Context: an optimization exercise on an open-source flow, tuned for small area, a short achievable clock period and few clock cycles. The choices shown serve that exercise and are no tape-out recipe.
In this exercise RTL edits were held to simulation tests only and were not proved equivalent to the original.
No activity file was given, so power comes from the tool's default toggle rates.

<file path="flow/config.mk">
export PLATFORM = sky130hd
export DESIGN_NAME = ordered_list_store
export DESIGN_NICKNAME = ordered_list_store
export VERILOG_FILES = /design/flow/design.v
export SDC_FILE = /design/flow/constraint.sdc
export NUM_CORES = 4
export LEC_CHECK = 0
export CAP_MARGIN = 20
export CELL_PAD_IN_SITES_DETAIL_PLACEMENT = 1
export CELL_PAD_IN_SITES_GLOBAL_PLACEMENT = 1
export CORE_MARGIN = 2
export CORE_UTILIZATION = 45
export CTS_CLUSTER_DIAMETER = 300
export CTS_CLUSTER_SIZE = 20
export SETUP_SLACK_MARGIN = 2.6
export SLEW_MARGIN = 20
</file>
<file path="flow/constraint.sdc">
create_clock -name core_clock -period 5.0 [get_ports {i_clk}]
set_input_delay 1.0000 -clock core_clock [delete_from_list [all_inputs] [get_ports {i_clk}]]
set_output_delay 1.0000 -clock core_clock [all_outputs]
set_load 0.01 [all_outputs]
</file>
<file path="flow/design.v">
`default_nettype none
package ols_pkg;
    localparam int DEPTH  = 32;
    localparam int CNT_W  = $clog2(DEPTH + 1);
    localparam int VAL_W  = 32;
    localparam int FLD_W  = 7;
    localparam int QD     = 3;
    localparam int CAP    = QD + 1;
    typedef logic signed [VAL_W-1:0] t_value;
    typedef enum logic [1:0] {
        KIND_INSERT = 2'd0,
        KIND_DELETE = 2'd1,
        KIND_SEARCH = 2'd2
    } t_kind;
    typedef enum logic [1:0] {
        ST_OK    = 2'd0,
        ST_RANGE = 2'd1,
        ST_FULL  = 2'd2
    } t_status;
    localparam int RES_W  = 2 + 2 * CNT_W;
endpackage
`default_nettype wire
`default_nettype none
module ols_cell (
    input  wire logic               i_clk,
    input  wire logic               i_hold,     
    input  wire logic               i_load,     
    input  wire logic               i_left,     
    input  wire logic               i_right,    
    input  wire ols_pkg::t_value    i_val,
    input  wire ols_pkg::t_value    i_ldata,
    input  wire ols_pkg::t_value    i_rdata,
    output ols_pkg::t_value         o_data,
    output logic                    o_eq
);
    ols_pkg::t_value r_data;
    always_ff @(posedge i_clk) begin
        r_data <= ({ols_pkg::VAL_W{i_load}}  & i_val)
                | ({ols_pkg::VAL_W{i_left}}  & i_ldata)
                | ({ols_pkg::VAL_W{i_right}} & i_rdata)
                | ({ols_pkg::VAL_W{i_hold}}  & r_data);
    end
    assign o_data = r_data;
    assign o_eq   = (r_data == i_val);
endmodule
`default_nettype wire
`default_nettype none
module ols_find (
    input  wire logic [ols_pkg::DEPTH-1:0]  i_match,
    output logic      [ols_pkg::CNT_W-1:0]  o_found
);
    always_comb begin
        o_found = '0;
        for (int i = ols_pkg::DEPTH - 1; i >= 0; i--) begin
            if (i_match[i]) begin
                o_found = ols_pkg::CNT_W'(i + 1);
            end
        end
    end
endmodule
`default_nettype wire
`default_nettype none
module ordered_list_store (
    input  wire logic                       i_clk,
    input  wire logic                       i_rst_n,
    input  wire logic                       i_in_valid,
    output logic                            o_in_stall,
    input  wire logic [1:0]                 i_kind,
    input  wire logic [ols_pkg::FLD_W-1:0]  i_position,
    input  wire ols_pkg::t_value            i_value,
    output logic                            o_out_valid,
    input  wire logic                       i_out_stall,
    output logic [1:0]                      o_status,
    output logic [ols_pkg::FLD_W-1:0]       o_found_at,
    output logic [ols_pkg::FLD_W-1:0]       o_length
);
    localparam int DEPTH = ols_pkg::DEPTH;
    localparam int CNT_W = ols_pkg::CNT_W;
    localparam int FLD_W = ols_pkg::FLD_W;
    localparam int QD    = ols_pkg::QD;
    logic               r_stall;
    logic [2:0]         r_owed;       
    logic               w_acc;
    logic               w_take;
    assign o_in_stall = r_stall;
    assign w_acc      = i_rst_n && i_in_valid && !r_stall;
    logic               w_op_valid;
    logic [1:0]         w_op_kind;
    logic [FLD_W-1:0]   w_op_pos;
    ols_pkg::t_value    w_op_val;
    assign w_op_valid = w_acc;
    assign w_op_kind  = i_kind;
    assign w_op_pos   = i_position;
    assign w_op_val   = i_value;
    logic [CNT_W-1:0]   r_count;
    logic [CNT_W-1:0]   r_count_p1;   
    logic [CNT_W-1:0]   r_count_m1;   
    logic               r_full;       
    logic               r_full_m1;    
    logic [CNT_W-1:0]   w_count;
    logic               w_pzero;
    logic               w_full;
    logic               w_ins;
    logic               w_del;
    logic               w_srch;
    logic               w_ins_rng;
    logic               w_del_rng;
    logic               w_ins_ok;
    logic               w_del_ok;
    logic               w_ins_sh;
    logic               w_del_sh;
    ols_pkg::t_status   w_op_status;
    assign w_pzero   = (w_op_pos == '0);
    assign w_full    = r_full;
    assign w_ins     = (w_op_kind == ols_pkg::KIND_INSERT);
    assign w_del     = (w_op_kind == ols_pkg::KIND_DELETE);
    assign w_srch    = (w_op_kind == ols_pkg::KIND_SEARCH);
    assign w_ins_rng = w_pzero || (w_op_pos > FLD_W'(r_count_p1));
    assign w_del_rng = w_pzero || (w_op_pos > FLD_W'(r_count));
    assign w_ins_ok  = w_ins && !w_ins_rng && !w_full;
    assign w_del_ok  = w_del && !w_del_rng;
    assign w_ins_sh  = w_op_valid && w_ins && !w_full;
    assign w_del_sh  = w_op_valid && w_del;
    always_comb begin
        w_op_status = ols_pkg::ST_OK;
        if (w_ins) begin
            if (w_ins_rng) begin
                w_op_status = ols_pkg::ST_RANGE;
            end else if (w_full) begin
                w_op_status = ols_pkg::ST_FULL;
            end
        end else if (w_del) begin
            if (w_del_rng) begin
                w_op_status = ols_pkg::ST_RANGE;
            end
        end else if (!w_srch) begin
            w_op_status = ols_pkg::ST_RANGE;
        end
    end
    assign w_count = w_ins_ok ? r_count_p1 : (w_del_ok ? r_count_m1 : r_count);
    always_ff @(posedge i_clk) begin
        if (!i_rst_n) begin
            r_count    <= '0;
            r_count_p1 <= CNT_W'(1);
            r_count_m1 <= '1;
            r_full     <= 1'b0;
            r_full_m1  <= 1'b0;
        end else if (w_op_valid) begin
            if (w_ins_ok) begin
                r_count    <= r_count_p1;
                r_count_p1 <= r_count_p1 + 1'b1;
                r_count_m1 <= r_count;
                r_full     <= r_full_m1;
                r_full_m1  <= (r_count_p1 == CNT_W'(DEPTH - 1));
            end else if (w_del_ok) begin
                r_count    <= r_count_m1;
                r_count_p1 <= r_count;
                r_count_m1 <= r_count_m1 - 1'b1;
                r_full     <= 1'b0;
                r_full_m1  <= r_full;
            end
        end
    end
    logic [DEPTH-1:0]                         w_hold;
    logic [DEPTH-1:0]                         w_load;
    logic [DEPTH-1:0]                         w_left;
    logic [DEPTH-1:0]                         w_right;
    logic [DEPTH-1:0]                         w_live;
    logic [DEPTH-1:0]                         w_eq;
    logic [DEPTH-1:0][ols_pkg::VAL_W-1:0]     w_data;
    logic [DEPTH:0]     w_le;
    logic               w_top;
    logic [3:0]         w_hlt;
    logic [3:0]         w_heq;
    logic [7:0]         w_lle;
    always_comb begin
        w_top = (w_op_pos[6:5] == 2'd0);
        for (int g = 0; g < 4; g++) begin
            w_hlt[g] = (w_op_pos[4:3] < 2'(g));
            w_heq[g] = (w_op_pos[4:3] == 2'(g));
        end
        for (int k = 0; k < 8; k++) begin
            w_lle[k] = (w_op_pos[2:0] <= 3'(k));
        end
        for (int j = 0; j < DEPTH; j++) begin
            w_le[j] = !w_pzero && w_top && (w_hlt[j/8] || (w_heq[j/8] && w_lle[j%8]));
        end
        w_le[DEPTH] = !w_pzero && (w_top || (w_op_pos == FLD_W'(DEPTH)));
    end
    logic               r_s_valid;
    logic               r_s_ins;      
    logic               r_s_del;      
    logic               r_s_srch;
    logic [DEPTH:1]     r_s_le;
    ols_pkg::t_value    r_s_val;
    ols_pkg::t_status   r_s_status;
    logic [CNT_W-1:0]   r_s_length;
    always_ff @(posedge i_clk) begin
        r_s_valid  <= i_rst_n && w_op_valid;
        r_s_ins    <= w_ins_sh;
        r_s_del    <= w_del_sh;
        r_s_srch   <= w_srch;
        r_s_le     <= w_le[DEPTH:1];
        r_s_val    <= w_op_val;
        r_s_status <= w_op_status;
        r_s_length <= w_count;
    end
    logic [DEPTH:0]     w_s_le;
    assign w_s_le = {r_s_le, 1'b0};
    always_comb begin
        for (int i = 0; i < DEPTH; i++) begin
            w_hold[i]  = !((r_s_ins || r_s_del) && w_s_le[i+1]);
            w_load[i]  = r_s_ins && w_s_le[i+1] && !w_s_le[i];
            w_left[i]  = r_s_ins && w_s_le[i];
            w_right[i] = r_s_del && w_s_le[i+1];
            w_live[i]  = r_s_srch && (CNT_W'(i) < r_count);
        end
    end
    for (genvar i = 0; i < DEPTH; i++) begin : g_cell
        ols_pkg::t_value w_l;
        ols_pkg::t_value w_r;
        if (i == 0) begin : g_first
            assign w_l = r_s_val;
        end else begin : g_mid_l
            assign w_l = w_data[i-1];
        end
        if (i == DEPTH - 1) begin : g_last
            assign w_r = w_data[i];
        end else begin : g_mid_r
            assign w_r = w_data[i+1];
        end
        ols_cell u_cell (
            .i_clk   (i_clk),
            .i_hold  (w_hold[i]),
            .i_load  (w_load[i]),
            .i_left  (w_left[i]),
            .i_right (w_right[i]),
            .i_val   (r_s_val),
            .i_ldata (w_l),
            .i_rdata (w_r),
            .o_data  (w_data[i]),
            .o_eq    (w_eq[i])
        );
    end
    logic               r_b_valid;
    ols_pkg::t_status   r_b_status;
    logic [CNT_W-1:0]   r_b_length;
    logic [DEPTH-1:0]   r_b_match;
    logic [CNT_W-1:0]   w_found;
    logic [ols_pkg::RES_W-1:0] w_res;
    always_ff @(posedge i_clk) begin
        r_b_valid  <= i_rst_n && r_s_valid;
        r_b_status <= r_s_status;
        r_b_length <= r_s_length;
        r_b_match  <= w_eq & w_live;
    end
    ols_find u_find (
        .i_match (r_b_match),
        .o_found (w_found)
    );
    assign w_res = {r_b_status, w_found, r_b_length};
    logic               r_out_valid;
    logic [ols_pkg::RES_W-1:0] r_out;
    logic [QD-1:0][ols_pkg::RES_W-1:0] r_q;
    logic [QD-1:0]      r_rd;         
    logic [QD-1:0]      r_wr;         
    logic [1:0]         r_occ;        
    logic               w_out_free;
    logic               w_have;
    logic               w_qne;
    logic [ols_pkg::RES_W-1:0] w_head;
    assign w_qne      = (r_occ != 2'd0);
    assign w_out_free = !r_out_valid || !i_out_stall;
    assign w_take     = r_out_valid && !i_out_stall;
    assign w_have     = w_qne || r_b_valid;
    always_comb begin
        w_head = w_res;
        for (int k = 0; k < QD; k++) begin
            if (w_qne && r_rd[k]) begin
                w_head = r_q[k];
            end
        end
    end
    always_ff @(posedge i_clk) begin
        if (w_out_free) begin
            r_out <= w_head;
        end
        for (int k = 0; k < QD; k++) begin
            if (r_b_valid && r_wr[k]) begin
                r_q[k] <= w_res;
            end
        end
    end
    always_ff @(posedge i_clk) begin
        if (!i_rst_n) begin
            r_out_valid <= 1'b0;
            r_rd        <= QD'(1);
            r_wr        <= QD'(1);
            r_occ       <= '0;
        end else begin
            if (w_out_free) begin
                r_out_valid <= w_have;
            end
            if (w_out_free && w_have) begin
                r_rd <= {r_rd[QD-2:0], r_rd[QD-1]};
            end
            if (r_b_valid) begin
                r_wr <= {r_wr[QD-2:0], r_wr[QD-1]};
            end
            r_occ <= r_occ + 2'(r_b_valid) - 2'(w_out_free && w_have);
        end
    end
    always_ff @(posedge i_clk) begin
        if (!i_rst_n) begin
            r_owed  <= '0;
            r_stall <= 1'b0;
        end else begin
            r_owed  <= r_owed + 3'(w_acc) - 3'(w_take);
            r_stall <= ((r_owed == 3'(ols_pkg::CAP)) && !w_take)
                    || ((r_owed == 3'(ols_pkg::CAP - 1)) && w_acc && !w_take);
        end
    end
    assign o_out_valid = r_out_valid;
    assign o_status    = r_out[2*CNT_W +: 2];
    assign o_found_at  = FLD_W'(r_out[CNT_W +: CNT_W]);
    assign o_length    = FLD_W'(r_out[0 +: CNT_W]);
endmodule
`default_nettype wire
</file>
<file path="flow/run.sh">
#!/bin/bash
# synth_recipe.tcl (not shown) runs the flow's synth.tcl, then flattens the netlist and writes it again
# the make line also repeats each setting of config.mk as NAME=value (left out here)
make -C /OpenROAD-flow-scripts/flow DESIGN_CONFIG=/design/flow/config.mk WORK_HOME=/design/flow/orfs CLKGATE_MAP_FILE= SYNTH_SCRIPT=/design/flow/synth_recipe.tcl finish
</file>
==> impl_metrics.prom, run 1 <==
# TYPE chip_impl_metric gauge
chip_impl_info{name="cts_tree",value="built"} 1
chip_impl_metric{name="dp_hpwl",unit="µm"} 197000
chip_impl_info{name="status",value="complete, no violations"} 1
chip_impl_metric{name="layout_worst_path_cycle_share",unit="%"} 50.3
chip_impl_metric{name="cts_hold_buffers",unit=""} 0
chip_impl_metric{name="average_footprint_of_a_synthesized_cell",unit="µm²"} 8.71
chip_impl_metric{name="chipHeight",unit="µm"} 372
chip_impl_metric{name="fmax",unit="MHz"} 398
chip_impl_info{name="synth_ff_type",value="sky130_fd_sc_hd__dfxtp_1"} 1
chip_impl_metric{name="clkLatencyLatePin",unit="ns"} 0.72
chip_impl_metric{name="drv.max_cap_violation_count",unit=""} 0
chip_impl_metric{name="netlist_instances",unit=""} 6983
chip_impl_info{name="clock-root-buffer",value="sky130_fd_sc_hd__clkbuf_16"} 1
chip_impl_metric{name="globalRoute.totalOverflow",unit=""} 0
chip_impl_metric{name="final_number_of_setup_violating_endpoints",unit=""} 0
chip_impl_info{name="post_synth_main_area_contributors",value="sky130_fd_sc_hd__dfxtp_1 39%, sky130_fd_sc_hd__a222oi_1 15%, sky130_fd_sc_hd__nand2_1 12%, sky130_fd_sc_hd__xor2_1 8.7%, sky130_fd_sc_hd__xnor2_1 6.1%"} 1
chip_impl_metric{name="nFillCells",unit=""} 15200
chip_impl_metric{name="clock_path_buffers",unit=""} 3
chip_impl_metric{name="die_width",unit="µm"} 372
chip_impl_metric{name="max-slew-margin-rel",unit="%"} 24.5
chip_impl_metric{name="design.portCount",unit=""} 63
chip_impl_metric{name="synth_cell_types",unit=""} 75
chip_impl_metric{name="regArea",unit="µm²"} 25300
chip_impl_metric{name="worst_pin_slew",unit="ns"} 1.13
chip_impl_metric{name="synth_largest_type_area_fraction",unit="%"} 38.6
chip_impl_metric{name="floorplan.die_area",unit="µm²"} 138000
chip_impl_metric{name="gp_routability_congestion",unit=""} 0.921
chip_impl_info{name="post-synth-top-area-cell",value="sky130_fd_sc_hd__dfxtp_1"} 1
chip_impl_metric{name="drc",unit=""} 0
chip_impl_metric{name="synth_seq_area_share",unit="%"} 41.4
chip_impl_metric{name="placedCellCount",unit=""} 8295
chip_impl_info{name="timing.critical_path.to_type",value="register"} 1
chip_impl_metric{name="drt_iter0_drc",unit=""} 11600
chip_impl_metric{name="first_global_vias",unit=""} 57000
chip_impl_info{name="worstHoldPathType",value="reg2reg"} 1
chip_impl_metric{name="layout_min_cycle_time",unit="ns"} 2.51
chip_impl_metric{name="wl_per_cell",unit="µm"} 34.2
chip_impl_info{name="synthTopCellsByCount",value="1975 x sky130_fd_sc_hd__nand2_1, 1174 x sky130_fd_sc_hd__dfxtp_1, 919 x sky130_fd_sc_hd__a222oi_1"} 1
chip_impl_metric{name="slew_viol_final",unit=""} 0
chip_impl_metric{name="finalSetupTns",unit="ns"} 0
chip_impl_metric{name="detail_route.wirelength",unit="µm"} 293000
chip_impl_metric{name="peak_supply_drop",unit="V"} 0.000272
chip_impl_metric{name="postLayoutCellArea",unit="µm²"} 67600
chip_impl_metric{name="nNetsFinal",unit=""} 6842
chip_impl_metric{name="track_usage",unit="%"} 41.1
chip_impl_metric{name="post_route_cells_drive_above_1_share",unit="%"} 10.5
chip_impl_metric{name="port-buffer-count",unit=""} 60
chip_impl_metric{name="asyncSetResetFlopFracSynth",unit="%"} 0
chip_impl_metric{name="maximum_number_of_pins_on_one_net_before_global_route_repair",unit=""} 57
chip_impl_metric{name="multi_input_area",unit="µm²"} 33400
chip_impl_info{name="rsz0062_at_grt",value="true"} 1
chip_impl_metric{name="clkSlewWorstSetupHoldPaths",unit="ns"} 0.10
chip_impl_metric{name="design.core.area",unit="µm²"} 134000
chip_impl_metric{name="worst_ep_required_time",unit="ns"} 5.57
chip_impl_metric{name="post_synthesis_cell_area",unit="µm²"} 60800
chip_impl_metric{name="first_pass_grt_wire_length",unit="µm"} 420000
chip_impl_metric{name="synth.ff_latch_count",unit=""} 1230
chip_impl_metric{name="detailedRoute.firstPassIterationCount",unit=""} 14
chip_impl_info{name="criticalPathCategory",value="reg2reg"} 1
chip_impl_info{name="synth_most_common_cell",value="sky130_fd_sc_hd__nand2_1"} 1
chip_impl_metric{name="finalNonFillerCells",unit=""} 8570
chip_impl_metric{name="hold_viol_final",unit=""} 0
chip_impl_metric{name="leakagePower",unit="nW"} 27.9
chip_impl_metric{name="timing.critical_path.fanout_max",unit=""} 26
chip_impl_info{name="kind_of_launch_point_of_the_worst_setup_path",value="register"} 1
chip_impl_metric{name="edff_count_synth",unit=""} 56
chip_impl_metric{name="pwr_density_cell",unit="nW/µm²"} 413
chip_impl_metric{name="fin_skew",unit="ns"} 0.0294
chip_impl_metric{name="h-tree-depth",unit=""} 3
chip_impl_metric{name="finish.utilization",unit="%"} 50.5
chip_impl_metric{name="tritoncts.num_buffers",unit=""} 71
chip_impl_metric{name="area_growth",unit="%"} 11.2
chip_impl_metric{name="postPlaceCellArea",unit="µm²"} 63000
chip_impl_metric{name="rows",unit=""} 134
chip_impl_metric{name="drtAntennaViolNets",unit=""} 0
chip_impl_metric{name="viasPerCell",unit=""} 6.94
chip_impl_metric{name="number_of_antenna_violations_at_the_first_check_in_global_routing",unit=""} 12
chip_impl_metric{name="start_util",unit="%"} 45.5
chip_impl_metric{name="clkSinkCount",unit=""} 1230
chip_impl_metric{name="route.vias.total",unit=""} 59400
chip_impl_metric{name="yosys_warnings",unit=""} 3
chip_impl_metric{name="crit_arrival",unit="ns"} 3.08
==> cell type report <==
| type | instances | area share [%] |
|---|---|---|
| timing repair buffer | 457 | 6.63 |
| tap | 1768 | 3.27 |
| multi-input combinational | 4955 | 49.3 |
| antenna | 3 | 0.0111 |
| inverter | 63 | 0.366 |
| clock inverter | 4 | 0.0555 |
| clock buffer | 90 | 2.86 |
| sequential | 1230 | 37.5 |
==> worst max-delay path, cell delays in order, from the launching register on <==
cell                      delay (ns)
sky130_fd_sc_hd__dfxtp_4        0.57
sky130_fd_sc_hd__buf_6          0.41
sky130_fd_sc_hd__xnor2_1        0.27
sky130_fd_sc_hd__nand4_1        0.14
sky130_fd_sc_hd__nor4_1         0.32
sky130_fd_sc_hd__nand4_1        0.15
sky130_fd_sc_hd__nor4_2         0.49
==> report_power, final <==
group | internal (mW) | switching, mW | leakage (nW)
Combinational | 2.98 | 3.15 | 16.7
Sequential | 11.8 | 3.56 | 10.2
Clock | 2.74 | 3.67 | 0.962
Total | 17.6 | 10.4 | 27.9
==> state kept, by name (all words and copies together), names as in the netlist, 3 cells and up <==
signal,count
r_s_val,32
r_owed,3
r_s_length,6
r_q,42
r_count,6
r_out,14
r_wr,3
r_b_length,6
r_count_p1,6
r_count_m1,6
r_s_le,32
r_b_match,32
r_rd,3
g_cell.u_cell.r_data,1024
==> through the flow <==
stage | total power, mW | hold slack, ns | setup slack [ns]
5_1_grt | 28.9 | 0.351 | 2.48
3_5_place_dp | 21.1 | 0.314 | 0.972
3_3_place_gp | 20.9 | 0.316 | 1.00
4_1_cts | 27.7 | 0.335 | 2.58
6_report | 27.9 | 0.332 | 2.49
2_1_floorplan | 18.0 | 0.310 | 2.43
==> cells by family (layout without fill, tap and decap cells) <==
logic type               after synthesis  after routing  share of synthesized area (%)
flip-flops                          1230           1230                           41.4
other                                  1              5                        0.00617
AO/OA/AOI/OAI                       1272           1272                           19.2
AND/OR/NAND/NOR                     2612           2614                           18.3
multiplexers                          19             19                          0.315
XOR/XNOR                            1029           1029                           14.8
adder cells (fa/ha/maj)               19             19                          0.403
buffers and inverters                801            614                           5.46
==> metal layers <==
layer / global-route usage (%) / wire (µm) / share of wire (%)
met1: 56.7 / 118000 / 40
met2: 61.2 / 126000 / 43
met3: 9.38 / 33500 / 11
met4: 18.1 / 15000 / 5.1
met5: 0 / 52 / 0.018
==> final timing paths <==
path / cells after the start / slack (ns) / endpoint / from
min: 0 / 0.33 / r_b_length[4] / r_s_length[4]
max: 6 / 2.49 / r_b_match[26] / r_s_val[3]
max reg2reg: 6 / 2.49 / r_b_match[26] / r_s_val[3]
min reg2reg: 0 / 0.33 / r_b_length[4] / r_s_length[4]
==> layout by cell type (no fill, tap or decap), drive strengths merged, types with 5 or more instances in the layout <==
| cell | netlist | routed |
|---|---|---|
| or3 | 7 | 7 |
| a22oi | 178 | 178 |
| buf | 228 | 392 |
| dfxtp | 1174 | 1174 |
| edfxtp | 56 | 56 |
| a21o | 7 | 7 |
| nor4 | 176 | 176 |
| o21ai | 26 | 26 |
| and3 | 7 | 7 |
| mux2i | 18 | 18 |
| nand4 | 137 | 137 |
| inv | 63 | 64 |
| and4 | 5 | 5 |
| clkdlybuf4s15 | 0 | 11 |
| nor2b | 37 | 38 |
| a2111oi | 8 | 8 |
| or4 | 7 | 7 |
| ha | 18 | 18 |
| clkdlybuf4s50 | 0 | 35 |
| nor2 | 88 | 88 |
| a31oi | 15 | 15 |
| a222oi | 919 | 919 |
| o21a | 5 | 5 |
| xnor2 | 427 | 427 |
| o32ai | 5 | 5 |
| clkbuf | 510 | 99 |
| nand2b | 6 | 6 |
| and2 | 69 | 69 |
| xor2 | 602 | 602 |
| nand2 | 1975 | 1975 |
| or2 | 7 | 7 |
| nand3 | 40 | 41 |
| a21oi | 57 | 57 |
| a211oi | 15 | 15 |
| nor3 | 44 | 44 |
==> repair_timing <==
| item | 4_1_cts | 5_1_grt |
|---|---|---|
| buffers inserted | 154 | 18 |
| cloned | 5 | 1 |
| setup endpoints to repair | 556 | 409 |
| pin swaps | 15 | 22 |
| gates resized for setup | 129 | 89 |
Testbench counts, summed over its fixed seeds: cycles 12,024.
==> run 2: changes to the inputs <==
--- a/flow/design.v
+++ b/flow/design.v
@@ -49,13 +49,23 @@
     input  wire logic [ols_pkg::DEPTH-1:0]  i_match,
     output logic      [ols_pkg::CNT_W-1:0]  o_found
 );
+    localparam int LVL = $clog2(ols_pkg::DEPTH);
+    logic [LVL:0][ols_pkg::DEPTH-1:0]                     w_hit;
+    logic [LVL:0][ols_pkg::DEPTH-1:0][ols_pkg::CNT_W-1:0] w_pos;
     always_comb begin
-        o_found = '0;
-        for (int i = ols_pkg::DEPTH - 1; i >= 0; i--) begin
-            if (i_match[i]) begin
-                o_found = ols_pkg::CNT_W'(i + 1);
+        w_hit = '0;
+        w_pos = '0;
+        for (int i = 0; i < ols_pkg::DEPTH; i++) begin
+            w_hit[0][i] = i_match[i];
+            w_pos[0][i] = i_match[i] ? ols_pkg::CNT_W'(i + 1) : '0;
+        end
+        for (int l = 1; l <= LVL; l++) begin
+            for (int n = 0; n < (ols_pkg::DEPTH >> l); n++) begin
+                w_hit[l][n] = w_hit[l-1][2*n] || w_hit[l-1][2*n+1];
+                w_pos[l][n] = w_hit[l-1][2*n] ? w_pos[l-1][2*n] : w_pos[l-1][2*n+1];
             end
         end
+        o_found = w_pos[LVL][0];
     end
 endmodule
 `default_nettype wire
@@ -168,30 +178,29 @@
     logic [DEPTH-1:0]                         w_live;
     logic [DEPTH-1:0]                         w_eq;
     logic [DEPTH-1:0][ols_pkg::VAL_W-1:0]     w_data;
-    logic [DEPTH:0]     w_le;
-    logic               w_top;
-    logic [3:0]         w_hlt;
-    logic [3:0]         w_heq;
-    logic [7:0]         w_lle;
+    logic [4:0]         w_pm1;
+    logic               w_pin;
+    logic [3:0]         w_hlt1;
+    logic [3:0]         w_heq1;
+    logic [7:0]         w_lle1;
     always_comb begin
-        w_top = (w_op_pos[6:5] == 2'd0);
+        w_pm1 = 5'(w_op_pos - 1'b1);
+        w_pin = !w_pzero && (w_op_pos <= FLD_W'(DEPTH));
         for (int g = 0; g < 4; g++) begin
-            w_hlt[g] = (w_op_pos[4:3] < 2'(g));
-            w_heq[g] = (w_op_pos[4:3] == 2'(g));
+            w_hlt1[g] = w_pin && (w_pm1[4:3] < 2'(g));
+            w_heq1[g] = w_pin && (w_pm1[4:3] == 2'(g));
         end
         for (int k = 0; k < 8; k++) begin
-            w_lle[k] = (w_op_pos[2:0] <= 3'(k));
+            w_lle1[k] = (w_pm1[2:0] <= 3'(k));
         end
-        for (int j = 0; j < DEPTH; j++) begin
-            w_le[j] = !w_pzero && w_top && (w_hlt[j/8] || (w_heq[j/8] && w_lle[j%8]));
-        end
-        w_le[DEPTH] = !w_pzero && (w_top || (w_op_pos == FLD_W'(DEPTH)));
     end
     logic               r_s_valid;
     logic               r_s_ins;      
     logic               r_s_del;      
     logic               r_s_srch;
-    logic [DEPTH:1]     r_s_le;
+    logic [3:0]         r_s_hlt;      
+    logic [3:0]         r_s_heq;      
+    logic [7:0]         r_s_lle;      
     ols_pkg::t_value    r_s_val;
     ols_pkg::t_status   r_s_status;
     logic [CNT_W-1:0]   r_s_length;
@@ -200,13 +209,20 @@
         r_s_ins    <= w_ins_sh;
         r_s_del    <= w_del_sh;
         r_s_srch   <= w_srch;
-        r_s_le     <= w_le[DEPTH:1];
+        r_s_hlt    <= w_hlt1;
+        r_s_heq    <= w_heq1;
+        r_s_lle    <= w_lle1;
         r_s_val    <= w_op_val;
         r_s_status <= w_op_status;
         r_s_length <= w_count;
     end
     logic [DEPTH:0]     w_s_le;
-    assign w_s_le = {r_s_le, 1'b0};
+    always_comb begin
+        w_s_le[0] = 1'b0;
+        for (int j = 1; j <= DEPTH; j++) begin
+            w_s_le[j] = r_s_hlt[(j-1)/8] || (r_s_heq[(j-1)/8] && r_s_lle[(j-1)%8]);
+        end
+    end
     always_comb begin
         for (int i = 0; i < DEPTH; i++) begin
             w_hold[i]  = !((r_s_ins || r_s_del) && w_s_le[i+1]);
==> flow/flow/run.sh (new file) <==
#!/bin/bash
# The standard ORFS layout (standard.sh, standard synthesis unchanged) with two changes:
#  - the port buffers are sky130_fd_sc_hd__buf_4 instead of the delay cell buffer_ports picks
#    by default, so the paths from the inputs and to the outputs are not slowed by them;
#  - timing repair may resize a cell to one of another footprint (MATCH_CELL_FOOTPRINT 0).
# make's full output goes to standard.log here; ORFS keeps each step's log under orfs/logs/.
set -euo pipefail
bash standard.sh MATCH_CELL_FOOTPRINT=0 "BUFFER_PORTS_ARGS=-buffer_cell sky130_fd_sc_hd__buf_4" finish > standard.log 2>&1
==> flow/standard.sh (new file) <==
#!/bin/bash
# synth_recipe.tcl (not shown) runs the flow's synth.tcl, then flattens the netlist and writes it again
# the make line also repeats each setting of config.mk as NAME=value (left out here)
make -C /OpenROAD-flow-scripts/flow DESIGN_CONFIG=/design/flow/config.mk WORK_HOME=/design/flow/orfs CLKGATE_MAP_FILE= SYNTH_SCRIPT=/design/flow/synth_recipe.tcl "${@:-finish}"
removed: flow/run.sh
==> run 2 against run 1 <==
  * Die area about the same
  * First-iteration DRC count shrank 7.8%
  * Via count up 0.14%
  * Count of clock-buffer cells in the layout down 3
  * Fmax about the same
  * Register-to-register slack about the same
  * Area after synthesis about the same
  * Global-route usage decreased by 0.24 points
==> impl_metrics.prom, run 2 <==
# TYPE chip_impl_metric gauge
chip_impl_info{name="status",value="complete, no violations"} 1
chip_impl_metric{name="chipHeight",unit="µm"} 372
chip_impl_info{name="timing.critical_path.to_type",value="register"} 1
chip_impl_metric{name="hold_viol_final",unit=""} 0
chip_impl_metric{name="fmax",unit="MHz"} 398
chip_impl_metric{name="crit_arrival",unit="ns"} 3.13
chip_impl_metric{name="h-tree-depth",unit=""} 3
chip_impl_metric{name="wl_per_cell",unit="µm"} 34.4
chip_impl_metric{name="worst_pin_slew",unit="ns"} 1.29
chip_impl_metric{name="design.portCount",unit=""} 63
chip_impl_metric{name="synth.ff_latch_count",unit=""} 1212
chip_impl_metric{name="drtAntennaViolNets",unit=""} 0
chip_impl_metric{name="number_of_antenna_violations_at_the_first_check_in_global_routing",unit=""} 6
chip_impl_metric{name="yosys_warnings",unit=""} 3
chip_impl_info{name="final_common_cell",value="sky130_fd_sc_hd__nand2_1"} 1
chip_impl_metric{name="fin_skew",unit="ns"} 0.0383
chip_impl_metric{name="finalNonFillerCells",unit=""} 8569
chip_impl_info{name="cts_tree",value="built"} 1
chip_impl_metric{name="leakagePower",unit="nW"} 27.9
chip_impl_metric{name="first_pass_grt_wire_length",unit="µm"} 418000
chip_impl_metric{name="rows",unit=""} 134
chip_impl_metric{name="synth_cell_types",unit=""} 74
chip_impl_info{name="synthTopCellsByCount",value="1736 x sky130_fd_sc_hd__nand2_1, 1156 x sky130_fd_sc_hd__dfxtp_1, 700 x sky130_fd_sc_hd__a22oi_1"} 1
chip_impl_info{name="kind_of_launch_point_of_the_worst_setup_path",value="register"} 1
chip_impl_metric{name="post_route_cells_drive_above_1_share",unit="%"} 11.7
chip_impl_info{name="synth_most_common_cell",value="sky130_fd_sc_hd__nand2_1"} 1
chip_impl_metric{name="fin_worst_hold_slack",unit="ns"} 0.336
chip_impl_metric{name="detail_route.wirelength",unit="µm"} 294000
chip_impl_metric{name="globalRoute.totalOverflow",unit=""} 0
chip_impl_metric{name="slew_viol_final",unit=""} 0
chip_impl_metric{name="design.core.area",unit="µm²"} 134000
chip_impl_metric{name="drv.max_cap_violation_count",unit=""} 0
chip_impl_metric{name="route.vias.total",unit=""} 59500
chip_impl_metric{name="detailedRoute.firstPassIterationCount",unit=""} 14
chip_impl_metric{name="final_number_of_setup_violating_endpoints",unit=""} 0
chip_impl_metric{name="area_growth",unit="%"} 11.5
chip_impl_metric{name="drc",unit=""} 0
chip_impl_info{name="largest_register",value="g_cell.u_cell.r_data"} 1
chip_impl_metric{name="edff_count_synth",unit=""} 56
chip_impl_metric{name="gp_routability_congestion",unit=""} 0.911
chip_impl_info{name="rsz0062_at_grt",value="true"} 1
chip_impl_metric{name="viasPerCell",unit=""} 6.95
chip_impl_metric{name="synth_largest_type_area_fraction",unit="%"} 38.0
chip_impl_metric{name="first_global_vias",unit=""} 57100
chip_impl_info{name="post_synth_main_area_contributors",value="sky130_fd_sc_hd__dfxtp_1 38%, sky130_fd_sc_hd__a222oi_1 11%, sky130_fd_sc_hd__nand2_1 11%, sky130_fd_sc_hd__xor2_1 9.0%, sky130_fd_sc_hd__a22oi_1 8.6%"} 1
chip_impl_metric{name="average_footprint_of_a_synthesized_cell",unit="µm²"} 8.72
chip_impl_metric{name="layout_min_cycle_time",unit="ns"} 2.51
chip_impl_metric{name="floorplan.die_area",unit="µm²"} 138000
chip_impl_metric{name="clkSinkCount",unit=""} 1212
chip_impl_metric{name="finalSetupTns",unit="ns"} 0
chip_impl_info{name="criticalPathCategory",value="reg2reg"} 1
chip_impl_metric{name="pwr_density_cell",unit="nW/µm²"} 408
chip_impl_info{name="worstHoldPathType",value="reg2reg"} 1
chip_impl_metric{name="drt_iter0_drc",unit=""} 10700
chip_impl_metric{name="worst_ep_required_time",unit="ns"} 5.62
chip_impl_metric{name="track_usage",unit="%"} 40.9
chip_impl_metric{name="asyncSetResetFlopFracSynth",unit="%"} 0
chip_impl_metric{name="flip_flop_count_of_the_largest_register_after_layout",unit=""} 1024
chip_impl_metric{name="layout_worst_path_cycle_share",unit="%"} 50.3
chip_impl_metric{name="timing.critical_path.fanout_max",unit=""} 4
chip_impl_info{name="layout_common_cells",value="1732 x sky130_fd_sc_hd__nand2_1, 1109 x sky130_fd_sc_hd__dfxtp_1, 700 x sky130_fd_sc_hd__a22oi_1"} 1
chip_impl_metric{name="maximum_number_of_pins_on_one_net_before_global_route_repair",unit=""} 36
chip_impl_info{name="synth_ff_type",value="sky130_fd_sc_hd__dfxtp_1"} 1
chip_impl_metric{name="start_util",unit="%"} 45.5
chip_impl_metric{name="nFillCells",unit=""} 15200
chip_impl_metric{name="die_width",unit="µm"} 372
chip_impl_metric{name="dp_hpwl",unit="µm"} 189000
chip_impl_metric{name="synth_seq_area_share",unit="%"} 40.8
chip_impl_metric{name="post_synthesis_cell_area",unit="µm²"} 60900
chip_impl_metric{name="multi_input_area",unit="µm²"} 33900
chip_impl_info{name="top_regs",value="g_cell.u_cell.r_data: 1024 flops, r_q: 42 flops"} 1
chip_impl_metric{name="clock_path_buffers",unit=""} 3
chip_impl_metric{name="regArea",unit="µm²"} 25000
chip_impl_info{name="post-synth-top-area-cell",value="sky130_fd_sc_hd__dfxtp_1"} 1
chip_impl_metric{name="tritoncts.num_buffers",unit=""} 70
chip_impl_metric{name="clkSlewWorstSetupHoldPaths",unit="ns"} 0.10
chip_impl_info{name="clock-root-buffer",value="sky130_fd_sc_hd__clkbuf_16"} 1
chip_impl_metric{name="peak_supply_drop",unit="V"} 0.000271
chip_impl_metric{name="netlist_instances",unit=""} 6983
chip_impl_metric{name="nNetsFinal",unit=""} 6848
chip_impl_metric{name="max-slew-margin-rel",unit="%"} 13.6
chip_impl_metric{name="clkLatencyLatePin",unit="ns"} 0.73
chip_impl_metric{name="port-buffer-count",unit=""} 60
chip_impl_metric{name="placedCellCount",unit=""} 8268
[run 2: worst max-delay path, stage by stage, from the launching register on]
cell	delay, ns
sky130_fd_sc_hd__dfxtp_4	0.42
sky130_fd_sc_hd__buf_4	0.18
sky130_fd_sc_hd__xor2_1	0.19
sky130_fd_sc_hd__nor4_4	0.40
sky130_fd_sc_hd__nand4_1	0.47
sky130_fd_sc_hd__or4_4	0.57
sky130_fd_sc_hd__nor4_4	0.15
[run 2: worst paths after layout]
path | startpoint | end | slack (ns) | cells after the start
worst min-delay path | r_s_status[1] | r_b_status[1] | 0.34 | 0
worst min register to register | r_s_status[1] | r_b_status[1] | 0.34 | 0
worst max-delay path | r_s_val[19] | r_b_match[31] | 2.49 | 6
worst max register to register | r_s_val[19] | r_b_match[31] | 2.49 | 6
[run 2: area by class of cell]
type / count / share of cell area (%)
clock inverter: 5 / 0.0646
timing repair buffer: 449 / 6.76
antenna: 2 / 0.00738
inverter: 64 / 0.384
multi-input combinational: 4982 / 49.9
clock buffer: 87 / 2.77
tap: 1768 / 3.26
sequential: 1212 / 36.8
[run 2: kinds of logic (layout without fill, tap and decap cells)]
kind of cell             Yosys count  after routing  share of synthesized area, %
AND/OR/NAND/NOR                 2347           2355                          16.6
AO/OA/AOI/OAI                   1557           1557                          21.6
flip-flops                      1212           1212                          40.8
XOR/XNOR                        1033           1033                          14.9
buffers and inverters            798            605                          5.49
adder cells (fa/ha/maj)           24             24                         0.506
multiplexers                      11             11                         0.189
other                              1              4                       0.00616
[run 2: per-layer routing]
metal / share of wire [%] / track usage [%] / up-vias
li1: - / - / 25200
met1: 40 / 55.6 / 30300
met2: 44 / 62.8 / 3434
met3: 11 / 9.20 / 633
met4: 4.6 / 16.4 / 2
met5: 0.0044 / 0 / -
[run 2: what timing repair did]
item                                    4_1_cts  5_1_grt
gates resized for setup                      93      107
endpoints found under the setup margin      813      518
cloned                                        4        8
hold endpoints to repair                      0        0
buffers inserted                            162       33
hold buffers                                  0        0
pin swaps                                    10       31
[run 2: through the flow]
step / worst slack (ns) / cell area (µm²) / power (mW) / util (%)
floorplan: 2.42 / 61100 / 17.9 / -
global placement: 1.24 / 62600 / 20.7 / 46.8
detailed placement: 1.62 / 62700 / 20.9 / 46.8
CTS: 2.37 / 66900 / 27.4 / 50.0
global route: 2.50 / 67800 / 28.7 / 50.7
finish: 2.49 / 67800 / 27.7 / 50.7
[run 2: power breakdown]
part | leakage [nW] | switching, mW | internal, mW
Clock | 0.939 | 3.66 | 2.67
Sequential | 10.0 | 3.37 | 11.7
Combinational | 16.9 | 3.34 | 2.95
Total | 27.9 | 10.4 | 17.3
Testbench counts of run 2, summed over its fixed seeds: cycles 12,024.
==> run 3: changes to the inputs <==
--- a/flow/design.v
+++ b/flow/design.v
@@ -197,7 +197,7 @@
     logic               r_s_valid;
     logic               r_s_ins;      
     logic               r_s_del;      
-    logic               r_s_srch;
+    logic [DEPTH-1:0]   r_s_live;     
     logic [3:0]         r_s_hlt;      
     logic [3:0]         r_s_heq;      
     logic [7:0]         r_s_lle;      
@@ -208,7 +208,9 @@
         r_s_valid  <= i_rst_n && w_op_valid;
         r_s_ins    <= w_ins_sh;
         r_s_del    <= w_del_sh;
-        r_s_srch   <= w_srch;
+        for (int i = 0; i < DEPTH; i++) begin
+            r_s_live[i] <= w_srch && (CNT_W'(i) < r_count);
+        end
         r_s_hlt    <= w_hlt1;
         r_s_heq    <= w_heq1;
         r_s_lle    <= w_lle1;
@@ -229,7 +231,7 @@
             w_load[i]  = r_s_ins && w_s_le[i+1] && !w_s_le[i];
             w_left[i]  = r_s_ins && w_s_le[i];
             w_right[i] = r_s_del && w_s_le[i+1];
-            w_live[i]  = r_s_srch && (CNT_W'(i) < r_count);
+            w_live[i]  = r_s_live[i];
         end
     end
     for (genvar i = 0; i < DEPTH; i++) begin : g_cell
--- a/flow/config.mk
+++ b/flow/config.mk
@@ -12,5 +12,5 @@
 export CORE_UTILIZATION = 45
 export CTS_CLUSTER_DIAMETER = 300
 export CTS_CLUSTER_SIZE = 20
-export SETUP_SLACK_MARGIN = 2.6
+export SETUP_SLACK_MARGIN = 2.65
 export SLEW_MARGIN = 20
==> run 3 against run 2 <==
  * Count of clock-buffer cells in the layout is 15 higher
  * Core utilization rose by 0.33 points
  * Flip-flop and latch count rose by 31
  * Global-route usage is essentially flat
  * First-iteration DRC count decreased by 3.9%
  * Clock power is 3% higher
  * Sequential share of layout area up 0.17 points
  * Die area is 1.0% higher
  * Design area grew 2.0%
  * Critical path type unchanged
  * Critical endpoint is now r_b_match[26]
  * Highest routed layer unchanged
==> impl_metrics.prom, run 3 <==
# TYPE chip_impl_metric gauge
chip_impl_metric{name="post_synthesis_cell_area",unit="µm²"} 61500
chip_impl_metric{name="asyncSetResetFlopFracSynth",unit="%"} 0
chip_impl_metric{name="drtAntennaViolNets",unit=""} 0
chip_impl_info{name="post_synth_main_area_contributors",value="sky130_fd_sc_hd__dfxtp_1 39%, sky130_fd_sc_hd__xnor2_1 12%, sky130_fd_sc_hd__nand2_1 10%, sky130_fd_sc_hd__a222oi_1 10%, sky130_fd_sc_hd__a22oi_1 9.1%"} 1
chip_impl_info{name="critPathSlowestCell",value="sky130_fd_sc_hd__nor4_1"} 1
chip_impl_metric{name="route.vias.total",unit=""} 59900
chip_impl_metric{name="yosys_warnings",unit=""} 3
chip_impl_metric{name="maximum_number_of_pins_on_one_net_before_global_route_repair",unit=""} 49
chip_impl_info{name="cts_tree",value="built"} 1
chip_impl_metric{name="number_of_antenna_violations_at_the_first_check_in_global_routing",unit=""} 10
chip_impl_info{name="largest_register",value="g_cell.u_cell.r_data"} 1
chip_impl_metric{name="regToRegSetupSlack",unit="ns"} 2.62
chip_impl_metric{name="synth.ff_latch_count",unit=""} 1243
chip_impl_info{name="synthTopCellsByCount",value="1701 x sky130_fd_sc_hd__nand2_1, 1187 x sky130_fd_sc_hd__dfxtp_1, 857 x sky130_fd_sc_hd__xnor2_1"} 1
chip_impl_metric{name="design.portCount",unit=""} 63
chip_impl_metric{name="globalRoute.totalOverflow",unit=""} 0
chip_impl_metric{name="max-slew-margin-rel",unit="%"} 21.0
chip_impl_metric{name="path_buf_inv",unit=""} 2
chip_impl_metric{name="first_global_vias",unit=""} 57700
chip_impl_metric{name="synth_seq_area_share",unit="%"} 41.4
chip_impl_metric{name="postLayoutCellArea",unit="µm²"} 69200
chip_impl_metric{name="finalSetupTns",unit="ns"} 0
chip_impl_metric{name="pwr_density_cell",unit="nW/µm²"} 415
chip_impl_metric{name="detailedRoute.firstPassIterationCount",unit=""} 10
chip_impl_info{name="holdCritStartpoint",value="r_s_length[3]"} 1
chip_impl_info{name="worst_reg2reg_path_startpoint",value="r_s_val[6]"} 1
chip_impl_metric{name="nFillCells",unit=""} 15400
chip_impl_metric{name="rows",unit=""} 135
chip_impl_metric{name="fmax",unit="MHz"} 419
chip_impl_metric{name="clkLatencyLatePin",unit="ns"} 0.72
chip_impl_metric{name="flip_flop_count_of_the_largest_register_after_layout",unit=""} 1024
chip_impl_metric{name="crit_arrival",unit="ns"} 2.99
chip_impl_metric{name="drc",unit=""} 0
chip_impl_metric{name="regArea",unit="µm²"} 25600
chip_impl_info{name="worstHoldPathType",value="reg2reg"} 1
chip_impl_info{name="top_regs",value="g_cell.u_cell.r_data: 1024 flops, r_q: 42 flops"} 1
chip_impl_metric{name="first_pass_grt_wire_length",unit="µm"} 425000
chip_impl_info{name="final_common_cell",value="sky130_fd_sc_hd__nand2_1"} 1
chip_impl_info{name="synth_ff_type",value="sky130_fd_sc_hd__dfxtp_1"} 1
chip_impl_metric{name="postPlaceCellArea",unit="µm²"} 63600
chip_impl_metric{name="clock_path_buffers",unit=""} 3
chip_impl_metric{name="drt_iter0_drc",unit=""} 10300
chip_impl_metric{name="worst_ep_required_time",unit="ns"} 5.60
chip_impl_metric{name="tritoncts.num_buffers",unit=""} 72
chip_impl_metric{name="peak_supply_drop",unit="V"} 0.000267
chip_impl_metric{name="detail_route.wirelength",unit="µm"} 299000
chip_impl_metric{name="drv.max_cap_violation_count",unit=""} 0
chip_impl_info{name="rsz0062_at_grt",value="true"} 1
chip_impl_info{name="timing.critical_path.to_type",value="register"} 1
chip_impl_metric{name="wl_per_cell",unit="µm"} 34.3
chip_impl_metric{name="design.core.area",unit="µm²"} 136000
chip_impl_metric{name="average_footprint_of_a_synthesized_cell",unit="µm²"} 8.74
chip_impl_metric{name="start_util",unit="%"} 45.4
chip_impl_metric{name="track_usage",unit="%"} 40.9
chip_impl_metric{name="nNetsFinal",unit=""} 6962
chip_impl_metric{name="synth_cell_types",unit=""} 73
chip_impl_info{name="layout_common_cells",value="1695 x sky130_fd_sc_hd__nand2_1, 1137 x sky130_fd_sc_hd__dfxtp_1, 850 x sky130_fd_sc_hd__xnor2_1"} 1
chip_impl_metric{name="final_number_of_setup_violating_endpoints",unit=""} 0
chip_impl_info{name="crit_end",value="r_b_match[26]"} 1
chip_impl_metric{name="layout_worst_path_cycle_share",unit="%"} 47.7
chip_impl_metric{name="netlist_instances",unit=""} 7041
chip_impl_metric{name="cp.depth",unit=""} 6
chip_impl_info{name="cp_cell_sequence",value="buf_6, buf_16, xor2_1, nor4_1, nand4_1, nor4_2"} 1
chip_impl_info{name="clock-root-buffer",value="sky130_fd_sc_hd__clkbuf_16"} 1
chip_impl_metric{name="gp_routability_congestion",unit=""} 0.913
chip_impl_info{name="criticalPathCategory",value="reg2reg"} 1
chip_impl_info{name="synth_most_common_cell",value="sky130_fd_sc_hd__nand2_1"} 1
chip_impl_metric{name="layout_min_cycle_time",unit="ns"} 2.38
chip_impl_info{name="crit_path_start",value="r_s_val[6]"} 1
chip_impl_info{name="post-synth-top-area-cell",value="sky130_fd_sc_hd__dfxtp_1"} 1
chip_impl_metric{name="area_growth",unit="%"} 12.5
chip_impl_metric{name="fin_skew",unit="ns"} 0.0359
chip_impl_metric{name="synth_largest_type_area_fraction",unit="%"} 38.6
chip_impl_metric{name="h-tree-depth",unit=""} 3
chip_impl_metric{name="critical_path.max_stage_delay",unit="ns"} 0.65
chip_impl_metric{name="worst_pin_slew",unit="ns"} 1.18
chip_impl_metric{name="leakagePower",unit="nW"} 26.9
chip_impl_info{name="critical_path.top_delay_family",value="simple AND/OR/NAND/NOR gates"} 1
chip_impl_metric{name="slew_viol_final",unit=""} 0
chip_impl_metric{name="viasPerCell",unit=""} 6.88
chip_impl_metric{name="timing.critical_path.fanout_max",unit=""} 30
chip_impl_metric{name="multi_input_area",unit="µm²"} 33900
chip_impl_metric{name="hold_viol_final",unit=""} 0
chip_impl_info{name="r2r_end",value="r_b_match[26]"} 1
chip_impl_info{name="status",value="complete, no violations"} 1
chip_impl_metric{name="clkSlewWorstSetupHoldPaths",unit="ns"} 0.09
chip_impl_metric{name="edff_count_synth",unit=""} 56
chip_impl_metric{name="die_width",unit="µm"} 374
chip_impl_metric{name="floorplan.die_area",unit="µm²"} 140000
chip_impl_metric{name="dp_hpwl",unit="µm"} 194000
chip_impl_metric{name="cts_hold_buffers",unit=""} 0
chip_impl_metric{name="clkSinkCount",unit=""} 1243
chip_impl_metric{name="reg2reg_depth",unit=""} 6
chip_impl_info{name="kind_of_launch_point_of_the_worst_setup_path",value="register"} 1
chip_impl_metric{name="post_route_cells_drive_above_1_share",unit="%"} 12.5
chip_impl_metric{name="chipHeight",unit="µm"} 374
chip_impl_metric{name="power",unit="mW"} 28.7
chip_impl_metric{name="port-buffer-count",unit=""} 60
==> run 3: metrics by stage <==
| stage | cells | utilization (%) | hold slack, ns | setup WS, ns |
|---|---|---|---|---|
| floorplan | 7042 | - | 0.310 | 2.53 |
| global placement | 8366 | 46.9 | 0.311 | 1.81 |
| detailed placement | 8366 | 46.9 | 0.313 | 1.79 |
| CTS | 8658 | 50.4 | 0.313 | 2.57 |
| global route | 8707 | 51.0 | 0.324 | 2.55 |
| finish | 8710 | 51.0 | 0.313 | 2.62 |
==> run 3: what timing repair did <==
item | 4_1_cts | 5_1_grt
resized for setup | 90 | 106
pin swaps | 6 | 37
cloned | 8 | 5
setup buffers | 178 | 43
setup endpoints to repair | 751 | 346
==> run 3: cell families after synthesis <==
family | Yosys count | synth area share, %
AOI/OAI and AO/OA | 1594 | 21.5
xor gates and xnor gates | 1028 | 14.6
adders and majority gates | 24 | 0.500
buffers and inverters | 811 | 5.49
DFF | 1243 | 41.4
muxes | 7 | 0.118
other | 1 | 0.00610
and+or+nand+nor | 2333 | 16.4
==> run 3: layer usage <==
| metal | global-route usage, % | share of wire, % |
|---|---|---|
| met1 | 54.4 | 40 |
| met2 | 63.3 | 44 |
| met3 | 9.20 | 10 |
| met4 | 18.0 | 5.2 |
| met5 | 0 | 0.030 |
==> run 3: area by class of cell <==
| class | instances | share of cell area [%] |
|---|---|---|
| tap | 1781 | 3.22 |
| timing repair buffer | 501 | 7.36 |
| timing repair inverter | 1 | 0.00723 |
| sequential | 1243 | 37.0 |
| multi-input combinational | 4998 | 49.0 |
| clock buffer | 102 | 2.83 |
| inverter | 76 | 0.524 |
| antenna | 4 | 0.0145 |
| clock inverter | 4 | 0.0777 |
==> run 3: power by group <==
group          total (mW)  switching, mW  internal, mW
registers            15.5           3.53          12.0
logic                6.73           3.45          3.28
clock network        6.50           3.74          2.76
total                28.7           10.7          18.0
==> run 3: how the worst min path moves through the flow <==
stage / slack, ns / to / depth (start not counted)
4_1_cts: 0.31 / r_b_length[3] / 0
2_1_floorplan: 0.31 / r_b_length[0] / 0
6_report: 0.31 / r_b_length[3] / 0
5_1_grt: 0.32 / r_b_length[3] / 0
3_3_place_gp: 0.31 / r_b_length[4] / 0
3_5_place_dp: 0.31 / r_b_length[4] / 0
Testbench counts of run 3, summed over its fixed seeds: cycles 12,024.
==> run 4: changes to the inputs <==
--- a/flow/config.mk
+++ b/flow/config.mk
@@ -5,7 +5,7 @@
 export SDC_FILE = /design/flow/constraint.sdc
 export NUM_CORES = 4
 export LEC_CHECK = 0
-export CAP_MARGIN = 20
+export CAP_MARGIN = 10
 export CELL_PAD_IN_SITES_DETAIL_PLACEMENT = 1
 export CELL_PAD_IN_SITES_GLOBAL_PLACEMENT = 1
 export CORE_MARGIN = 2
@@ -13,4 +13,4 @@
 export CTS_CLUSTER_DIAMETER = 300
 export CTS_CLUSTER_SIZE = 20
 export SETUP_SLACK_MARGIN = 2.65
-export SLEW_MARGIN = 20
+export SLEW_MARGIN = 10
==> run 4 against run 3 <==
  * Via count fell by 0.66%
  * Die area did not move
  * Hold slack improved by 0.011 ns
  * Cell count fell by 0.28%
  * Critical path depth did not move
  * Sequential power barely moved
  * Total power fell by 0.10%
  * Clock power barely moved
  * Critical endpoint is now r_b_match[6]
  * Sequential share of layout area rose by 0.12 points
  * Wire length fell by 0.90%
  * Still clean
  * Clock skew barely moved
==> impl_metrics.prom, run 4 <==
# TYPE chip_impl_metric gauge
chip_impl_info{name="status",value="complete, no violations"} 1
chip_impl_metric{name="drt_iter0_drc",unit=""} 10300
chip_impl_metric{name="synth_largest_type_area_fraction",unit="%"} 38.6
chip_impl_metric{name="nNetsFinal",unit=""} 6936
chip_impl_metric{name="peak_supply_drop",unit="V"} 0.000299
chip_impl_metric{name="layout_min_cycle_time",unit="ns"} 2.39
chip_impl_info{name="synth_most_common_cell",value="sky130_fd_sc_hd__nand2_1"} 1
chip_impl_info{name="largest_register",value="g_cell.u_cell.r_data"} 1
chip_impl_metric{name="drv.max_cap_violation_count",unit=""} 0
chip_impl_info{name="rsz0062_at_grt",value="true"} 1
chip_impl_metric{name="layout_worst_path_cycle_share",unit="%"} 47.7
chip_impl_metric{name="power_frac_clock",unit="%"} 22.6
chip_impl_metric{name="clkLatencyLatePin",unit="ns"} 0.72
chip_impl_info{name="synth_ff_type",value="sky130_fd_sc_hd__dfxtp_1"} 1
chip_impl_info{name="cp_cell_sequence",value="buf_4, xnor2_1, nand4_1, nor4_1, nand4_1, nor4_2"} 1
chip_impl_metric{name="hold_viol_final",unit=""} 0
chip_impl_info{name="worstHoldPathType",value="reg2reg"} 1
chip_impl_metric{name="post_synthesis_cell_area",unit="µm²"} 61500
chip_impl_info{name="critPathSlowestCell",value="sky130_fd_sc_hd__nor4_1"} 1
chip_impl_metric{name="design.portCount",unit=""} 63
chip_impl_metric{name="synth_cell_types",unit=""} 73
chip_impl_metric{name="yosys_warnings",unit=""} 3
chip_impl_metric{name="power_switching_share",unit="%"} 37.2
chip_impl_metric{name="tritoncts.num_buffers",unit=""} 72
chip_impl_metric{name="port-buffer-count",unit=""} 60
chip_impl_info{name="criticalPathCategory",value="reg2reg"} 1
chip_impl_metric{name="critical_path.max_stage_delay",unit="ns"} 0.45
chip_impl_metric{name="post_route_cells_drive_above_1_share",unit="%"} 12.1
chip_impl_metric{name="postLayoutCellArea",unit="µm²"} 69000
chip_impl_metric{name="rows",unit=""} 135
chip_impl_metric{name="maximum_number_of_pins_on_one_net_before_global_route_repair",unit=""} 49
chip_impl_info{name="kind_of_launch_point_of_the_worst_setup_path",value="register"} 1
chip_impl_metric{name="globalRoute.totalOverflow",unit=""} 0
chip_impl_metric{name="flip_flop_count_of_the_largest_register_after_layout",unit=""} 1024
chip_impl_metric{name="switching_power",unit="mW"} 10.7
chip_impl_metric{name="crit_arrival",unit="ns"} 2.98
chip_impl_info{name="crit_path_frequent_cell",value="sky130_fd_sc_hd__nand4_1"} 1
chip_impl_metric{name="h-tree-depth",unit=""} 3
chip_impl_metric{name="postLayoutSetupSlackWorst",unit="ns"} 2.61
chip_impl_metric{name="track_usage",unit="%"} 40.7
chip_impl_metric{name="chipHeight",unit="µm"} 374
chip_impl_metric{name="synth_seq_area_share",unit="%"} 41.4
chip_impl_metric{name="postPlaceCellArea",unit="µm²"} 63600
chip_impl_metric{name="clkSinkCount",unit=""} 1243
chip_impl_metric{name="worst_ep_required_time",unit="ns"} 5.59
chip_impl_metric{name="fin_skew",unit="ns"} 0.0357
chip_impl_metric{name="finalSetupTns",unit="ns"} 0
chip_impl_metric{name="asyncSetResetFlopFracSynth",unit="%"} 0
chip_impl_metric{name="pwr_density_cell",unit="nW/µm²"} 416
chip_impl_info{name="synthTopCellsByCount",value="1701 x sky130_fd_sc_hd__nand2_1, 1187 x sky130_fd_sc_hd__dfxtp_1, 857 x sky130_fd_sc_hd__xnor2_1"} 1
chip_impl_info{name="timing.critical_path.to_type",value="register"} 1
chip_impl_metric{name="synth.ff_latch_count",unit=""} 1243
chip_impl_info{name="post_synth_main_area_contributors",value="sky130_fd_sc_hd__dfxtp_1 39%, sky130_fd_sc_hd__xnor2_1 12%, sky130_fd_sc_hd__nand2_1 10%, sky130_fd_sc_hd__a222oi_1 10%, sky130_fd_sc_hd__a22oi_1 9.1%"} 1
chip_impl_metric{name="drtAntennaViolNets",unit=""} 0
chip_impl_metric{name="start_util",unit="%"} 45.4
chip_impl_metric{name="detail_route.wirelength",unit="µm"} 296000
chip_impl_metric{name="power_share_of_the_combinational_group",unit="%"} 23.4
chip_impl_metric{name="drc",unit=""} 0
chip_impl_info{name="clock-root-buffer",value="sky130_fd_sc_hd__clkbuf_16"} 1
chip_impl_metric{name="viasPerCell",unit=""} 6.85
chip_impl_metric{name="netlist_instances",unit=""} 7041
chip_impl_metric{name="fmax",unit="MHz"} 419
chip_impl_metric{name="final_number_of_setup_violating_endpoints",unit=""} 0
chip_impl_info{name="layout_common_cells",value="1694 x sky130_fd_sc_hd__nand2_1, 1135 x sky130_fd_sc_hd__dfxtp_1, 850 x sky130_fd_sc_hd__xnor2_1"} 1
chip_impl_metric{name="route.vias.total",unit=""} 59500
chip_impl_metric{name="floorplan.die_area",unit="µm²"} 140000
chip_impl_metric{name="design.core.area",unit="µm²"} 136000
chip_impl_metric{name="timing.critical_path.fanout_max",unit=""} 6
chip_impl_metric{name="gp_routability_congestion",unit=""} 0.913
chip_impl_metric{name="power.share.sequential",unit="%"} 54.0
chip_impl_metric{name="clock_path_buffers",unit=""} 3
chip_impl_metric{name="max-slew-margin-rel",unit="%"} 24.1
chip_impl_info{name="final_common_cell",value="sky130_fd_sc_hd__nand2_1"} 1
chip_impl_metric{name="first_global_vias",unit=""} 57800
chip_impl_metric{name="die_width",unit="µm"} 374
chip_impl_metric{name="clkSlewWorstSetupHoldPaths",unit="ns"} 0.09
chip_impl_metric{name="leakagePower",unit="nW"} 26.8
chip_impl_metric{name="first_pass_grt_wire_length",unit="µm"} 424000
chip_impl_metric{name="post_place_setup_slack",unit="ns"} 1.80
chip_impl_metric{name="power",unit="mW"} 28.7
chip_impl_metric{name="area_growth",unit="%"} 12.2
chip_impl_info{name="post-synth-top-area-cell",value="sky130_fd_sc_hd__dfxtp_1"} 1
chip_impl_metric{name="power.internal",unit="mW"} 18.0
chip_impl_info{name="cts_tree",value="built"} 1
chip_impl_metric{name="slew_viol_final",unit=""} 0
chip_impl_metric{name="wl_per_cell",unit="µm"} 34.1
chip_impl_metric{name="number_of_antenna_violations_at_the_first_check_in_global_routing",unit=""} 13
chip_impl_metric{name="dp_hpwl",unit="µm"} 194000
chip_impl_metric{name="cts_hold_buffers",unit=""} 0
chip_impl_metric{name="average_footprint_of_a_synthesized_cell",unit="µm²"} 8.74
chip_impl_metric{name="worst_pin_slew",unit="ns"} 1.14
chip_impl_metric{name="detailedRoute.firstPassIterationCount",unit=""} 15
chip_impl_info{name="top_regs",value="g_cell.u_cell.r_data: 1024 flops, r_q: 42 flops"} 1
chip_impl_metric{name="edff_count_synth",unit=""} 56
run 4: cell count changes in the layout (fill, tap and decap cells not counted), moves of 3 or more:
cell / previous run / this run
sky130_fd_sc_hd__buf_4: 372 / 352
sky130_fd_sc_hd__buf_6: 43 / 39
sky130_fd_sc_hd__dfxtp_2: 11 / 14
sky130_fd_sc_hd__inv_1: 63 / 66
sky130_fd_sc_hd__nor4_2: 39 / 34
sky130_fd_sc_hd__nor4_4: 7 / 11
sky130_fd_sc_hd__o21ai_0: 37 / 40
run 4: final timing paths:
kind / cells past startpoint / endpoint / slack, ns / startpoint
max reg2reg: 6 / r_b_match[6] / 2.61 / r_s_val[31]
max: 6 / r_b_match[6] / 2.61 / r_s_val[31]
min: 0 / r_b_length[3] / 0.32 / r_s_length[3]
min reg2reg: 0 / r_b_length[3] / 0.32 / r_s_length[3]
run 4: cell type report:
class / count / area [µm²]
timing repair inverter: 1 / 5.00
timing repair buffer: 476 / 4890
inverter: 76 / 359
fill: 15500 / 66600
sequential: 1243 / 25600
clock inverter: 4 / 53.8
tap: 1781 / 2230
multi-input combinational: 4997 / 33900
clock buffer: 102 / 1960
antenna: 6 / 15.0
run 4: timing repair:
action                                  CTS  global route
resized for setup                        89            90
pin swaps                                 6            17
buffers inserted                        171            25
endpoints found under the setup margin  793           360
cloned                                    9             3
run 4: power groups by stage:
| stage | Clock, mW | Combinational [mW] | Sequential, mW |
|---|---|---|---|
| global placement | 0 | 5.78 | 15.7 |
| detailed placement | 0 | 5.93 | 15.7 |
| finish | 6.48 | 6.73 | 15.5 |
| floorplan | 0 | 4.52 | 14.0 |
| global route | 6.85 | 7.25 | 15.6 |
| CTS | 6.53 | 6.52 | 15.4 |
run 4: cell families after synthesis:
logic type                 share of synthesized area (%)
AOI/OAI and AO/OA                                   21.5
xor gates and xnor gates                            14.6
adders and majority gates                          0.500
buffers and inverters                               5.49
DFF                                                 41.4
muxes                                              0.118
other                                            0.00610
and+or+nand+nor                                     16.4
run 4: routing by layer:
metal	vias up	GRT usage [%]	wire length [µm]
li1	25400	-	-
met1	30200	53.6	118000
met3	569	9.96	31800
met2	3255	62.9	131000
met4	12	18.6	15200
met5	-	0	76
run 4: stage by stage:
| stage | instances | util (%) | hold WS [ns] |
|---|---|---|---|
| floorplan | 7042 | - | 0.310 |
| global placement | 8366 | 46.9 | 0.311 |
| detailed placement | 8366 | 46.9 | 0.313 |
| CTS | 8652 | 50.4 | 0.326 |
| global route | 8682 | 50.9 | 0.331 |
| finish | 8686 | 50.9 | 0.325 |
run 4: critical path: cells and delay by family, from the launching register on:
| kind | cells | cell delay [ns] |
|---|---|---|
| XOR/XNOR | 1 | 0.40 |
| AND/OR/NAND/NOR | 4 | 1.23 |
| flip-flops | 1 | 0.43 |
| buffers and inverters | 1 | 0.19 |

## port drivers added, routing unchanged
In the flow no input, the clock included, has a driving cell. The finished layouts below were timed again as built, in two steps. Step 1 sets driving cells, clkbuf_16 on the clock port and buf_2 on the other inputs (assumed; they add their load-dependent delay and slew). Step 2 times the ports against the registers' clock, not the clock port: input delays grow and output delays shrink by t, the midpoint of the rising clock arrivals with the driver on. Three values: ideal, step 1, step 2; two values: the first two.
run	shift t [ns]	slack for setup (ns)	worst setup path at the end	worst slew at a driven data input, ns
run 1	0.784	2.487 / 2.487 / 1.910	input to register	0.05
run 2	0.791	2.485 / 2.485 / 2.002	input to register	0.04
run 3	0.778	2.616 / 2.555 / 1.961	input to register	0.13
run 4	0.788	2.614 / 2.544 / 2.013	input to register	0.12
After both steps setup and hold are still met in every run listed. For run 3, which loses most, drivers alone change the setup slack by -0.061 ns; drivers and shift together by -0.655 ns.
